This is an optimization exercise on Yosys and OpenROAD, whose aim is small area, a short achievable clock period and few clock cycles per item, not a production implementation.
In this exercise RTL edits were held to simulation tests only and were not proved equivalent to the original.
No activity file was given, so power comes from the tool's default toggle rates.

==> job 1985: inputs <==
==> flow/design.v (excerpt) <==
module dual_window_temperature_anomaly_detector (
  input  logic                                  clk,
  input  logic                                  rst,
  input  logic                                  cfg_we,
  input  logic [dwtad_pkg::CFG_IDX_W-1:0]       cfg_index,
  input  logic [dwtad_pkg::CFG_DATA_W-1:0]      cfg_data,
  input  logic                                  s_tvalid,
  output logic                                  s_tready,
  input  logic [15:0]                           s_tdata,   
  input  logic [1:0]                            s_tuser,   
  output logic                                  m_tvalid,
  input  logic                                  m_tready,
  output logic [47:0]                           m_tdata
);
==> flow/config.mk <==
export PLATFORM = sky130hd
export DESIGN_NAME = dual_window_temperature_anomaly_detector
export DESIGN_NICKNAME = dual_window_temperature_anomaly_detector
export VERILOG_FILES = /design/flow/design.v
export SDC_FILE = /design/flow/constraint.sdc
export NUM_CORES = 4
export LEC_CHECK = 0
export CAP_MARGIN = 20
export CORE_MARGIN = 2
export CORE_UTILIZATION = 40
export SLEW_MARGIN = 20
==> flow/constraint.sdc <==
create_clock -name core_clock -period 12.0 [get_ports {clk}]
set_input_delay 2.4000 -clock core_clock [delete_from_list [all_inputs] [get_ports {clk}]]
set_output_delay 2.4000 -clock core_clock [all_outputs]
set_load 0.01 [all_outputs]
standard.sh (not shown) runs the stock make flow with config.mk's settings and CLKGATE_MAP_FILE= SYNTH_SCRIPT=/design/flow/synth_recipe.tcl, a recipe that flattens the netlist after the stock synthesis.
==> flow/flow/run.sh <==
#!/bin/bash
# Standard ORFS layout (the standard.sh, standard synthesis unchanged)
# with timing repair aimed well below the 12 ns clock, free cell sizing,
# buf_2 port buffers and larger clock-tree clusters.
# ORFS keeps each step's full log under orfs/logs/; make's own output goes
# to standard.log here.
set -euo pipefail
bash standard.sh \
  SETUP_SLACK_MARGIN=8.3 \
  MATCH_CELL_FOOTPRINT=0 \
  "BUFFER_PORTS_ARGS=-buffer_cell sky130_fd_sc_hd__buf_2" \
  CTS_CLUSTER_SIZE=30 \
  CTS_CLUSTER_DIAMETER=150 \
  finish > standard.log 2>&1
==> job 2267 (differences from job 1985) <==
--- a/flow/design.v
+++ b/flow/design.v
@@ -159,56 +159,52 @@
         default: ;
       endcase
     end
   end
   logic                 in_v, sk_v, m_v;
   logic [1:0]           in_op, sk_op, m_op;
   logic signed [SW-1:0] in_s, sk_s;
-  logic                 accept, go1, go2, busy, out_free;
+  logic                 accept, go1, go2, busy, busy_d, out_free;
+  logic                 idle_q, m_full;
+  logic                 m_v_d, m_tvalid_d;
   logic [42:0]          res, out_q;
   assign s_tready = !sk_v;
   assign accept   = s_tvalid && !sk_v;
+  assign in_v     = sk_v || s_tvalid;
+  assign in_op    = sk_v ? sk_op : s_tuser;
+  assign in_s     = sk_v ? sk_s : s_tdata[SW-1:0];
   assign out_free = !m_tvalid || m_tready;
   assign go2      = m_v && out_free;
-  assign go1      = in_v && !busy && (!m_v || out_free);
+  assign go1      = in_v && idle_q && (!m_full || m_tready);
+  assign m_v_d      = go1 || (m_v && !go2);
+  assign m_tvalid_d = go2 || !out_free;
   always_ff @(posedge clk) begin
     if (rst) begin
-      in_v     <= 1'b0;
       sk_v     <= 1'b0;
       m_v      <= 1'b0;
       m_tvalid <= 1'b0;
+      idle_q   <= 1'b1;
+      m_full   <= 1'b0;
     end else begin
-      if (go1 || !in_v) begin
-        in_v <= sk_v || accept;
-        sk_v <= 1'b0;
-      end else if (accept) begin
-        sk_v <= 1'b1;
-      end
-      m_v      <= go1 || (m_v && !go2);
-      m_tvalid <= go2 || !out_free;
+      sk_v     <= (sk_v || accept) && !go1;
+      m_v      <= m_v_d;
+      m_tvalid <= m_tvalid_d;
+      idle_q   <= !busy_d;
+      m_full   <= m_v_d && m_tvalid_d;
     end
   end
   always_ff @(posedge clk) begin
-    if (go1 || !in_v) begin
-      if (sk_v) begin
-        in_op <= sk_op;
-        in_s  <= sk_s;
-      end else begin
-        in_op <= s_tuser;
-        in_s  <= s_tdata[SW-1:0];
-      end
-    end
     if (accept) begin
       sk_op <= s_tuser;
       sk_s  <= s_tdata[SW-1:0];
     end
     if (go1) m_op <= in_op;
   end
   always_ff @(posedge clk) begin
-    out_q <= (res & {43{go2}}) | (out_q & {43{!go2}});
+    if (go2) out_q <= res;
   end
   assign m_tdata = {5'b0, out_q};
   logic signed [SW-1:0] tap [15];    
   logic signed [SW-1:0] first;       
   logic signed [SW:0]   delta;       
   logic [4:0]           n0;
   logic signed [SW-1:0] sec [3];     
@@ -303,26 +299,26 @@
   endfunction
   logic [2:0] p_msb;
   always_comb begin
     p_msb = 3'd0;
     for (int i = 1; i < 8; i++) if (poll[i]) p_msb = 3'(i);
   end
   logic          pb_q, nb0_q;    
-  logic          tp_last, r0_more, rb, tp_busy_d, busy_d;
+  logic          tp_last, r0_more, rb, tp_busy_d;
   logic [RW-1:0] tp_new, r0_init, r0_sum;
   logic [2:0]    step_d;
   assign start     = cfg_we && (cfg_index == 3'd1 || cfg_index == 3'd2);
   assign tp_new    = (ph == 2'd0) ? ((poll == 8'd0) ? '0 : RW'(thr))
                                   : sat_add({tp, 1'b0}, pb_q ? RW'(thr) : '0);
   assign tp_last   = (ph == 2'd0 && p_msb == 3'd0) || (ph == 2'd1 && step == 3'd0);
   assign r0_more   = !n0[4] && (n0 != 5'd0);
   assign r0_init   = n0[4] ? {|tp_new[RW-1:RW-5], tp_new[RW-6:0], 4'b0}
                            : (n0[3] ? tp_new : '0);
   assign rb        = tp_busy && (ph == 2'd3);
-  assign r0_sum    = sat_add(rb ? {r0, 1'b0} : {1'b0, r0}, (!rb || nb0_q) ? tp : '0);
+  assign r0_sum    = sat_add(rb ? {r0, 1'b0} : {1'b0, (n0 == 5'd0) ? RW'(0) : r0}, (!rb || nb0_q) ? tp : '0);
   assign tp_busy_d = start || (tp_busy && !((tp_last && !r0_more) || (rb && step == 3'd0)));
   assign busy      = tp_busy || (rot_f != 3'd0) || (rot_z != 3'd0);
   assign busy_d    = tp_busy_d || (rot_f_d != 3'd0) || (rot_z_d != 3'd0);
   always_comb begin
     step_d = step - 3'd1;
     if (ph == 2'd0) step_d = p_msb - 3'd1;
     if (tp_last)    step_d = 3'd2;
@@ -347,16 +343,15 @@
     if (rst) begin
       tp <= RW'(52);
     end else if (tp_busy && ph != 2'd3) begin
       tp <= tp_new;
     end
   end
   always_ff @(posedge clk) begin
-    if (rst || (go1 && is_c)) r0 <= '0;
-    else if (tp_busy && tp_last) r0 <= r0_init;
+    if (tp_busy && tp_last) r0 <= r0_init;
     else if (rb) r0 <= r0_sum;
     else if (go1 && up0) r0 <= r0_sum;
   end
   logic       rdy0, rdy1, slope_hit, over0, over1, smp;
   logic [1:0] alarm, nxt, cur;
   logic       ev_valid;
   assign rdy0      = rdy0_q;
@@ -369,33 +364,32 @@
     nxt = 2'd0;
     if (rdy0 && slope_hit)  nxt = 2'd1;
     else if (rdy0 && over0) nxt = 2'd2;
     else if (rdy1 && over1) nxt = 2'd3;
     cur = smp ? nxt : (m_op == 2'd2) ? 2'd0 : alarm;
     ev_valid = smp && (nxt != alarm);
   end
-  logic [4:0]  nsel;
-  logic [11:0] dur;
-  assign nsel = (rdy0 && (slope_hit || over0)) ? n0 : n1;
-  assign dur  = nsel[4] ? {poll, 4'b0} : 12'(nsel[3:0] * poll);
+  logic [11:0] d0, d1;
+  assign d0 = n0[4] ? {poll, 4'b0} : 12'(n0[3:0] * poll);
+  assign d1 = n1[4] ? {poll, 4'b0} : 12'(n1[3:0] * poll);
   always_comb begin
     res = '0;
     res[1:0] = cur;
     if (ev_valid) begin
       res[2]   = 1'b1;
       res[4:3] = nxt;
       case (nxt)
         2'd1, 2'd2: begin
           res[16:5]  = tap[0];
           res[29:17] = delta;
-          res[41:30] = dur;
+          res[41:30] = d0;
         end
         2'd3: begin
           res[16:5]  = sec[0];
-          res[41:30] = dur;
+          res[41:30] = d1;
           res[42]    = 1'b1;
         end
         default: ;
       endcase
     end
   end
   always_ff @(posedge clk) begin
==> flow/flow/run.sh (replaced) <==
#!/bin/bash
# Standard ORFS layout (the standard.sh, standard synthesis unchanged)
# with timing repair aimed well below the 12 ns clock, free cell sizing,
# buf_2 port buffers and larger clock-tree clusters and denser placement.
# ORFS keeps each step's full log under orfs/logs/; make's own output goes
# to standard.log here.
set -euo pipefail
bash standard.sh \
  SETUP_SLACK_MARGIN=8.3 \
  MATCH_CELL_FOOTPRINT=0 \
  "BUFFER_PORTS_ARGS=-buffer_cell sky130_fd_sc_hd__buf_2" \
  CTS_CLUSTER_SIZE=24 \
  CTS_CLUSTER_DIAMETER=120 \
  PLACE_DENSITY=0.75 \
  finish > standard.log 2>&1
==> job 7795 (differences from job 1985) <==
--- a/flow/design.v
+++ b/flow/design.v
@@ -159,36 +159,41 @@
         default: ;
       endcase
     end
   end
   logic                 in_v, sk_v, m_v;
   logic [1:0]           in_op, sk_op, m_op;
   logic signed [SW-1:0] in_s, sk_s;
-  logic                 accept, go1, go2, busy, out_free;
+  logic                 accept, go1, go2, busy, busy_d, out_free;
+  logic                 go_ok, m_full;
+  logic                 in_v_d, m_v_d, m_tvalid_d;
   logic [42:0]          res, out_q;
   assign s_tready = !sk_v;
   assign accept   = s_tvalid && !sk_v;
   assign out_free = !m_tvalid || m_tready;
   assign go2      = m_v && out_free;
-  assign go1      = in_v && !busy && (!m_v || out_free);
+  assign go1      = go_ok && (!m_full || m_tready);
+  assign in_v_d     = (go1 || !in_v) ? (sk_v || accept) : in_v;
+  assign m_v_d      = go1 || (m_v && !go2);
+  assign m_tvalid_d = go2 || !out_free;
   always_ff @(posedge clk) begin
     if (rst) begin
       in_v     <= 1'b0;
       sk_v     <= 1'b0;
       m_v      <= 1'b0;
       m_tvalid <= 1'b0;
+      go_ok    <= 1'b0;
+      m_full   <= 1'b0;
     end else begin
-      if (go1 || !in_v) begin
-        in_v <= sk_v || accept;
-        sk_v <= 1'b0;
-      end else if (accept) begin
-        sk_v <= 1'b1;
-      end
-      m_v      <= go1 || (m_v && !go2);
-      m_tvalid <= go2 || !out_free;
+      in_v     <= in_v_d;
+      sk_v     <= !(go1 || !in_v) && (sk_v || accept);
+      m_v      <= m_v_d;
+      m_tvalid <= m_tvalid_d;
+      go_ok    <= in_v_d && !busy_d;
+      m_full   <= m_v_d && m_tvalid_d;
     end
   end
   always_ff @(posedge clk) begin
     if (go1 || !in_v) begin
       if (sk_v) begin
         in_op <= sk_op;
         in_s  <= sk_s;
@@ -200,15 +205,15 @@
     if (accept) begin
       sk_op <= s_tuser;
       sk_s  <= s_tdata[SW-1:0];
     end
     if (go1) m_op <= in_op;
   end
   always_ff @(posedge clk) begin
-    out_q <= (res & {43{go2}}) | (out_q & {43{!go2}});
+    if (go2) out_q <= res;
   end
   assign m_tdata = {5'b0, out_q};
   logic signed [SW-1:0] tap [15];    
   logic signed [SW-1:0] first;       
   logic signed [SW:0]   delta;       
   logic [4:0]           n0;
   logic signed [SW-1:0] sec [3];     
@@ -288,14 +293,16 @@
       n0     <= go1 ? n0_go : n0;
       n1     <= go1 ? n1_go : n1;
       rdy0_q <= go1 ? (n0_go >= need) : (n0 >= need);
       rdy1_q <= go1 ? (n1_go >= need) : (n1 >= need);
     end
   end
   logic [RW-1:0] tp, r0;
+  logic [11:0]   d0, d1, d0_sum, d1_sum;
+  logic          d1_more, nb1_q;
   logic          tp_busy;
   logic [1:0]    ph;       
   logic [2:0]    step;
   logic          start;
   function automatic logic [RW-1:0] sat_add(input logic [RW:0] a, input logic [RW-1:0] b);
     logic [RW+1:0] s;
     s = {1'b0, a} + {2'b0, b};
@@ -303,38 +310,42 @@
   endfunction
   logic [2:0] p_msb;
   always_comb begin
     p_msb = 3'd0;
     for (int i = 1; i < 8; i++) if (poll[i]) p_msb = 3'(i);
   end
   logic          pb_q, nb0_q;    
-  logic          tp_last, r0_more, rb, tp_busy_d, busy_d;
+  logic          tp_last, r0_more, rb, tp_busy_d;
   logic [RW-1:0] tp_new, r0_init, r0_sum;
   logic [2:0]    step_d;
   assign start     = cfg_we && (cfg_index == 3'd1 || cfg_index == 3'd2);
   assign tp_new    = (ph == 2'd0) ? ((poll == 8'd0) ? '0 : RW'(thr))
                                   : sat_add({tp, 1'b0}, pb_q ? RW'(thr) : '0);
   assign tp_last   = (ph == 2'd0 && p_msb == 3'd0) || (ph == 2'd1 && step == 3'd0);
   assign r0_more   = !n0[4] && (n0 != 5'd0);
   assign r0_init   = n0[4] ? {|tp_new[RW-1:RW-5], tp_new[RW-6:0], 4'b0}
                            : (n0[3] ? tp_new : '0);
   assign rb        = tp_busy && (ph == 2'd3);
-  assign r0_sum    = sat_add(rb ? {r0, 1'b0} : {1'b0, r0}, (!rb || nb0_q) ? tp : '0);
-  assign tp_busy_d = start || (tp_busy && !((tp_last && !r0_more) || (rb && step == 3'd0)));
+  assign r0_sum    = sat_add(rb ? {r0, 1'b0} : {1'b0, (n0 == 5'd0) ? RW'(0) : r0}, (!rb || nb0_q) ? tp : '0);
+  assign d1_more   = !n1[4] && (n1 != 5'd0);
+  assign d0_sum    = (rb ? {d0[10:0], 1'b0} : (n0 == 5'd0) ? 12'd0 : d0) + ((!rb || nb0_q) ? {4'b0, poll} : 12'd0);
+  assign d1_sum    = (rb ? {d1[10:0], 1'b0} : (n1 == 5'd0) ? 12'd0 : d1) + ((!rb || nb1_q) ? {4'b0, poll} : 12'd0);
+  assign tp_busy_d = start || (tp_busy && !((tp_last && !r0_more && !d1_more) || (rb && step == 3'd0)));
   assign busy      = tp_busy || (rot_f != 3'd0) || (rot_z != 3'd0);
   assign busy_d    = tp_busy_d || (rot_f_d != 3'd0) || (rot_z_d != 3'd0);
   always_comb begin
     step_d = step - 3'd1;
     if (ph == 2'd0) step_d = p_msb - 3'd1;
     if (tp_last)    step_d = 3'd2;
   end
   always_ff @(posedge clk) begin
     step  <= step_d;
     pb_q  <= poll[step_d];
     nb0_q <= n0[step_d[1:0]];
+    nb1_q <= n1[step_d[1:0]];
   end
   always_ff @(posedge clk) begin
     if (rst) begin
       tp_busy <= 1'b0;
       ph      <= 2'd0;
     end else begin
       tp_busy <= tp_busy_d;
@@ -347,18 +358,31 @@
     if (rst) begin
       tp <= RW'(52);
     end else if (tp_busy && ph != 2'd3) begin
       tp <= tp_new;
     end
   end
   always_ff @(posedge clk) begin
-    if (rst || (go1 && is_c)) r0 <= '0;
-    else if (tp_busy && tp_last) r0 <= r0_init;
-    else if (rb) r0 <= r0_sum;
-    else if (go1 && up0) r0 <= r0_sum;
+    if (tp_busy && tp_last) begin
+      r0 <= r0_init;
+      d0 <= n0[4] ? {poll, 4'b0} : (n0[3] ? {4'b0, poll} : 12'd0);
+      d1 <= n1[4] ? {poll, 4'b0} : (n1[3] ? {4'b0, poll} : 12'd0);
+    end else if (rb) begin
+      if (r0_more) begin
+        r0 <= r0_sum;
+        d0 <= d0_sum;
+      end
+      if (d1_more) d1 <= d1_sum;
+    end else begin
+      if (go1 && up0) begin
+        r0 <= r0_sum;
+        d0 <= d0_sum;
+      end
+      if (go1 && up1) d1 <= d1_sum;
+    end
   end
   logic       rdy0, rdy1, slope_hit, over0, over1, smp;
   logic [1:0] alarm, nxt, cur;
   logic       ev_valid;
   assign rdy0      = rdy0_q;
   assign rdy1      = rdy1_q;
   assign slope_hit = !delta[SW] && ({1'b0, delta[SW-1:0]} > r0[RW-1:6]);
@@ -369,33 +393,29 @@
     nxt = 2'd0;
     if (rdy0 && slope_hit)  nxt = 2'd1;
     else if (rdy0 && over0) nxt = 2'd2;
     else if (rdy1 && over1) nxt = 2'd3;
     cur = smp ? nxt : (m_op == 2'd2) ? 2'd0 : alarm;
     ev_valid = smp && (nxt != alarm);
   end
-  logic [4:0]  nsel;
-  logic [11:0] dur;
-  assign nsel = (rdy0 && (slope_hit || over0)) ? n0 : n1;
-  assign dur  = nsel[4] ? {poll, 4'b0} : 12'(nsel[3:0] * poll);
   always_comb begin
     res = '0;
     res[1:0] = cur;
     if (ev_valid) begin
       res[2]   = 1'b1;
       res[4:3] = nxt;
       case (nxt)
         2'd1, 2'd2: begin
           res[16:5]  = tap[0];
           res[29:17] = delta;
-          res[41:30] = dur;
+          res[41:30] = d0;
         end
         2'd3: begin
           res[16:5]  = sec[0];
-          res[41:30] = dur;
+          res[41:30] = d1;
           res[42]    = 1'b1;
         end
         default: ;
       endcase
     end
   end
   always_ff @(posedge clk) begin
--- a/flow/flow/run.sh
+++ b/flow/flow/run.sh
@@ -5,10 +5,10 @@
 # ORFS keeps each step's full log under orfs/logs/; make's own output goes
 # to standard.log here.
 set -euo pipefail
 bash standard.sh \
   SETUP_SLACK_MARGIN=8.3 \
   MATCH_CELL_FOOTPRINT=0 \
   "BUFFER_PORTS_ARGS=-buffer_cell sky130_fd_sc_hd__buf_2" \
-  CTS_CLUSTER_SIZE=30 \
-  CTS_CLUSTER_DIAMETER=150 \
+  CTS_CLUSTER_SIZE=24 \
+  CTS_CLUSTER_DIAMETER=120 \
   finish > standard.log 2>&1
==> job 7209 (differences from job 1985) <==
--- a/flow/design.v
+++ b/flow/design.v
@@ -159,36 +159,41 @@
         default: ;
       endcase
     end
   end
   logic                 in_v, sk_v, m_v;
   logic [1:0]           in_op, sk_op, m_op;
   logic signed [SW-1:0] in_s, sk_s;
-  logic                 accept, go1, go2, busy, out_free;
+  logic                 accept, go1, go2, busy, busy_d, out_free;
+  logic                 go_ok, m_full;
+  logic                 in_v_d, m_v_d, m_tvalid_d;
   logic [42:0]          res, out_q;
   assign s_tready = !sk_v;
   assign accept   = s_tvalid && !sk_v;
   assign out_free = !m_tvalid || m_tready;
   assign go2      = m_v && out_free;
-  assign go1      = in_v && !busy && (!m_v || out_free);
+  assign go1      = go_ok && (!m_full || m_tready);
+  assign in_v_d     = (go1 || !in_v) ? (sk_v || accept) : in_v;
+  assign m_v_d      = go1 || (m_v && !go2);
+  assign m_tvalid_d = go2 || !out_free;
   always_ff @(posedge clk) begin
     if (rst) begin
       in_v     <= 1'b0;
       sk_v     <= 1'b0;
       m_v      <= 1'b0;
       m_tvalid <= 1'b0;
+      go_ok    <= 1'b0;
+      m_full   <= 1'b0;
     end else begin
-      if (go1 || !in_v) begin
-        in_v <= sk_v || accept;
-        sk_v <= 1'b0;
-      end else if (accept) begin
-        sk_v <= 1'b1;
-      end
-      m_v      <= go1 || (m_v && !go2);
-      m_tvalid <= go2 || !out_free;
+      in_v     <= in_v_d;
+      sk_v     <= !(go1 || !in_v) && (sk_v || accept);
+      m_v      <= m_v_d;
+      m_tvalid <= m_tvalid_d;
+      go_ok    <= in_v_d && !busy_d;
+      m_full   <= m_v_d && m_tvalid_d;
     end
   end
   always_ff @(posedge clk) begin
     if (go1 || !in_v) begin
       if (sk_v) begin
         in_op <= sk_op;
         in_s  <= sk_s;
@@ -200,15 +205,15 @@
     if (accept) begin
       sk_op <= s_tuser;
       sk_s  <= s_tdata[SW-1:0];
     end
     if (go1) m_op <= in_op;
   end
   always_ff @(posedge clk) begin
-    out_q <= (res & {43{go2}}) | (out_q & {43{!go2}});
+    if (go2) out_q <= res;
   end
   assign m_tdata = {5'b0, out_q};
   logic signed [SW-1:0] tap [15];    
   logic signed [SW-1:0] first;       
   logic signed [SW:0]   delta;       
   logic [4:0]           n0;
   logic signed [SW-1:0] sec [3];     
@@ -288,14 +293,16 @@
       n0     <= go1 ? n0_go : n0;
       n1     <= go1 ? n1_go : n1;
       rdy0_q <= go1 ? (n0_go >= need) : (n0 >= need);
       rdy1_q <= go1 ? (n1_go >= need) : (n1 >= need);
     end
   end
   logic [RW-1:0] tp, r0;
+  logic [11:0]   d0, d1, d0_sum, d1_sum;
+  logic          d1_more, nb1_q;
   logic          tp_busy;
   logic [1:0]    ph;       
   logic [2:0]    step;
   logic          start;
   function automatic logic [RW-1:0] sat_add(input logic [RW:0] a, input logic [RW-1:0] b);
     logic [RW+1:0] s;
     s = {1'b0, a} + {2'b0, b};
@@ -303,38 +310,42 @@
   endfunction
   logic [2:0] p_msb;
   always_comb begin
     p_msb = 3'd0;
     for (int i = 1; i < 8; i++) if (poll[i]) p_msb = 3'(i);
   end
   logic          pb_q, nb0_q;    
-  logic          tp_last, r0_more, rb, tp_busy_d, busy_d;
+  logic          tp_last, r0_more, rb, tp_busy_d;
   logic [RW-1:0] tp_new, r0_init, r0_sum;
   logic [2:0]    step_d;
   assign start     = cfg_we && (cfg_index == 3'd1 || cfg_index == 3'd2);
   assign tp_new    = (ph == 2'd0) ? ((poll == 8'd0) ? '0 : RW'(thr))
                                   : sat_add({tp, 1'b0}, pb_q ? RW'(thr) : '0);
   assign tp_last   = (ph == 2'd0 && p_msb == 3'd0) || (ph == 2'd1 && step == 3'd0);
   assign r0_more   = !n0[4] && (n0 != 5'd0);
   assign r0_init   = n0[4] ? {|tp_new[RW-1:RW-5], tp_new[RW-6:0], 4'b0}
                            : (n0[3] ? tp_new : '0);
   assign rb        = tp_busy && (ph == 2'd3);
-  assign r0_sum    = sat_add(rb ? {r0, 1'b0} : {1'b0, r0}, (!rb || nb0_q) ? tp : '0);
-  assign tp_busy_d = start || (tp_busy && !((tp_last && !r0_more) || (rb && step == 3'd0)));
+  assign r0_sum    = sat_add(rb ? {r0, 1'b0} : {1'b0, (n0 == 5'd0) ? RW'(0) : r0}, (!rb || nb0_q) ? tp : '0);
+  assign d1_more   = !n1[4] && (n1 != 5'd0);
+  assign d0_sum    = (rb ? {d0[10:0], 1'b0} : (n0 == 5'd0) ? 12'd0 : d0) + ((!rb || nb0_q) ? {4'b0, poll} : 12'd0);
+  assign d1_sum    = (rb ? {d1[10:0], 1'b0} : (n1 == 5'd0) ? 12'd0 : d1) + ((!rb || nb1_q) ? {4'b0, poll} : 12'd0);
+  assign tp_busy_d = start || (tp_busy && !((tp_last && !r0_more && !d1_more) || (rb && step == 3'd0)));
   assign busy      = tp_busy || (rot_f != 3'd0) || (rot_z != 3'd0);
   assign busy_d    = tp_busy_d || (rot_f_d != 3'd0) || (rot_z_d != 3'd0);
   always_comb begin
     step_d = step - 3'd1;
     if (ph == 2'd0) step_d = p_msb - 3'd1;
     if (tp_last)    step_d = 3'd2;
   end
   always_ff @(posedge clk) begin
     step  <= step_d;
     pb_q  <= poll[step_d];
     nb0_q <= n0[step_d[1:0]];
+    nb1_q <= n1[step_d[1:0]];
   end
   always_ff @(posedge clk) begin
     if (rst) begin
       tp_busy <= 1'b0;
       ph      <= 2'd0;
     end else begin
       tp_busy <= tp_busy_d;
@@ -347,18 +358,31 @@
     if (rst) begin
       tp <= RW'(52);
     end else if (tp_busy && ph != 2'd3) begin
       tp <= tp_new;
     end
   end
   always_ff @(posedge clk) begin
-    if (rst || (go1 && is_c)) r0 <= '0;
-    else if (tp_busy && tp_last) r0 <= r0_init;
-    else if (rb) r0 <= r0_sum;
-    else if (go1 && up0) r0 <= r0_sum;
+    if (tp_busy && tp_last) begin
+      r0 <= r0_init;
+      d0 <= n0[4] ? {poll, 4'b0} : (n0[3] ? {4'b0, poll} : 12'd0);
+      d1 <= n1[4] ? {poll, 4'b0} : (n1[3] ? {4'b0, poll} : 12'd0);
+    end else if (rb) begin
+      if (r0_more) begin
+        r0 <= r0_sum;
+        d0 <= d0_sum;
+      end
+      if (d1_more) d1 <= d1_sum;
+    end else begin
+      if (go1 && up0) begin
+        r0 <= r0_sum;
+        d0 <= d0_sum;
+      end
+      if (go1 && up1) d1 <= d1_sum;
+    end
   end
   logic       rdy0, rdy1, slope_hit, over0, over1, smp;
   logic [1:0] alarm, nxt, cur;
   logic       ev_valid;
   assign rdy0      = rdy0_q;
   assign rdy1      = rdy1_q;
   assign slope_hit = !delta[SW] && ({1'b0, delta[SW-1:0]} > r0[RW-1:6]);
@@ -369,33 +393,29 @@
     nxt = 2'd0;
     if (rdy0 && slope_hit)  nxt = 2'd1;
     else if (rdy0 && over0) nxt = 2'd2;
     else if (rdy1 && over1) nxt = 2'd3;
     cur = smp ? nxt : (m_op == 2'd2) ? 2'd0 : alarm;
     ev_valid = smp && (nxt != alarm);
   end
-  logic [4:0]  nsel;
-  logic [11:0] dur;
-  assign nsel = (rdy0 && (slope_hit || over0)) ? n0 : n1;
-  assign dur  = nsel[4] ? {poll, 4'b0} : 12'(nsel[3:0] * poll);
   always_comb begin
     res = '0;
     res[1:0] = cur;
     if (ev_valid) begin
       res[2]   = 1'b1;
       res[4:3] = nxt;
       case (nxt)
         2'd1, 2'd2: begin
           res[16:5]  = tap[0];
           res[29:17] = delta;
-          res[41:30] = dur;
+          res[41:30] = d0;
         end
         2'd3: begin
           res[16:5]  = sec[0];
-          res[41:30] = dur;
+          res[41:30] = d1;
           res[42]    = 1'b1;
         end
         default: ;
       endcase
     end
   end
   always_ff @(posedge clk) begin
==> flow/flow/run.sh (replaced) <==
#!/bin/bash
# Standard ORFS layout (the standard.sh, standard synthesis unchanged)
# with timing repair aimed well below the 12 ns clock, free cell sizing,
# buf_2 port buffers and larger clock-tree clusters and denser placement.
# ORFS keeps each step's full log under orfs/logs/; make's own output goes
# to standard.log here.
set -euo pipefail
bash standard.sh \
  SETUP_SLACK_MARGIN=8.3 \
  MATCH_CELL_FOOTPRINT=0 \
  "BUFFER_PORTS_ARGS=-buffer_cell sky130_fd_sc_hd__buf_2" \
  CTS_CLUSTER_SIZE=24 \
  CTS_CLUSTER_DIAMETER=120 \
  PLACE_DENSITY=0.75 \
  finish > standard.log 2>&1
==> comparison table <==
Placement Setup Slack: job 7795 6.774 ns; job 7209 7.005 ns; job 1985 6.638 ns; job 2267 6.645 ns
Buffer share of cell area: job 7795 3.789%; job 7209 3.452%; job 1985 3.486%; job 2267 5.520%
Shortest clock period the worst path allows after layout: job 7795 3.688 ns; job 7209 3.567 ns; job 1985 5.162 ns; job 2267 4.238 ns
Layout net count: job 7795 2,228; job 7209 2,220; job 1985 2,183; job 2267 2,330
Worst Setup Start Kind: job 7795 flop; job 7209 flop; job 1985 flop; job 2267 primary input
Post-synth design cell area: job 7795 22,660 µm²; job 7209 22,660 µm²; job 1985 21,450 µm²; job 2267 21,750 µm²
Largest net degree at the start of global routing: job 7795 85; job 7209 100; job 1985 100; job 2267 99
Effective utilization at floorplan: job 7795 40.35%; job 7209 40.35%; job 1985 40.65%; job 2267 40.42%
Num rows: job 7795 87; job 7209 87; job 1985 84; job 2267 85
Multiplexer fraction of the synthesized cell area: job 7795 3.235%; job 7209 3.235%; job 1985 3.349%; job 2267 1.875%
Number of antenna violations at the first check in global routing: job 7795 2; job 7209 2; job 1985 0; job 2267 1
Post-synthesis share of cell area spent on and, or, nand and nor gates: job 7795 13.53%; job 7209 13.53%; job 1985 14.04%; job 2267 13.71%
Detailed route wirelength on metal3: job 7795 2827 µm; job 7209 3249 µm; job 1985 2434 µm; job 2267 3410 µm
Seq/Total Area, Yosys: job 7795 57.55%; job 7209 57.55%; job 1985 56.29%; job 2267 54.53%
Endpoint of the lowest-slack register-to-register path: job 7795 out_q[26]; job 7209 r0[14]; job 1985 -; job 2267 out_q[41]
Via count of the first global-routing pass: job 7795 14,650; job 7209 14,610; job 1985 13,890; job 2267 14,830
Internal power component: job 7795 2.469 mW; job 7209 2.463 mW; job 1985 2.236 mW; job 2267 2.384 mW
Endpoint of the worst hold path: job 7795 tap[13][1]; job 7209 tap[9][6]; job 1985 tap[8][1]; job 2267 sec[2][11]
Total Wirelength: job 7795 54,290 µm; job 7209 52,570 µm; job 1985 51,030 µm; job 2267 54,290 µm
Placer Congestion: job 7795 0.8837; job 7209 0.9171; job 1985 0.8872; job 2267 0.8915
RSZ-0062 raised after global routing: job 7795 yes; job 7209 no; job 1985 yes; job 2267 yes
Status: job 7795 timing/DRC/antenna clean; job 7209 timing/DRC/antenna clean; job 1985 timing/DRC/antenna clean; job 2267 timing/DRC/antenna clean
Total placed cells including tap cells: job 7795 2,752; job 7209 2,753; job 1985 2,635; job 2267 2,701
Setup clock skew after layout: job 7795 0.02641 ns; job 7209 0.02042 ns; job 1985 0.02324 ns; job 2267 0.02674 ns
Compound-cell area share of the yosys netlist: job 7795 12.74%; job 7209 12.74%; job 1985 12.76%; job 2267 13.32%
Testbench counts of job 1985, summed over its fixed seeds: cycles 13,012, items 12,800.
Testbench counts of job 2267, summed over its fixed seeds: cycles 13,007, items 12,800.
Testbench counts of job 7795, summed over its fixed seeds: cycles 13,018, items 12,800.
Testbench counts of job 7209, summed over its fixed seeds: cycles 13,018, items 12,800.

## separate check: timing with driven ports
Ports are ideal in the flow. The routed layouts listed here were re-timed in OpenROAD.
Step 1 sets driving cells, clkbuf_16 on the clock port and buf_2 on the other inputs (assumed; they add their load-dependent delay and slew).
Step 2 also shifts input and output timing later by t, the mid clock arrival at the registers, as if the neighbouring blocks saw the same clock.
Slacks: ideal ports / drivers / drivers and shift; pairs: ideal ports / drivers.
run | t, ns | setup slack, ns | hold WS [ns] | clock arrival spread, ns | worst data-port slew with drivers (ns)
job 1985 | 0.604 | 6.838 / 6.838 / 6.838 | 0.411 / 0.411 / 0.411 | 0.025 / 0.024 | 0.04
job 2267 | 0.617 | 7.762 / 7.776 / 7.158 | 0.414 / 0.414 / 0.414 | 0.028 / 0.029 | 0.08
job 7795 | 0.616 | 8.312 / 8.312 / 7.793 | 0.420 / 0.420 / 0.420 | 0.028 / 0.028 | 0.04
job 7209 | 0.617 | 8.433 / 8.426 / 7.857 | 0.422 / 0.422 / 0.422 | 0.022 / 0.022 | 0.04
After both steps every run listed still meets setup and hold. The setup slack of job 2267, which loses most, moves by +0.014 ns with the drivers and by -0.604 ns with both steps.
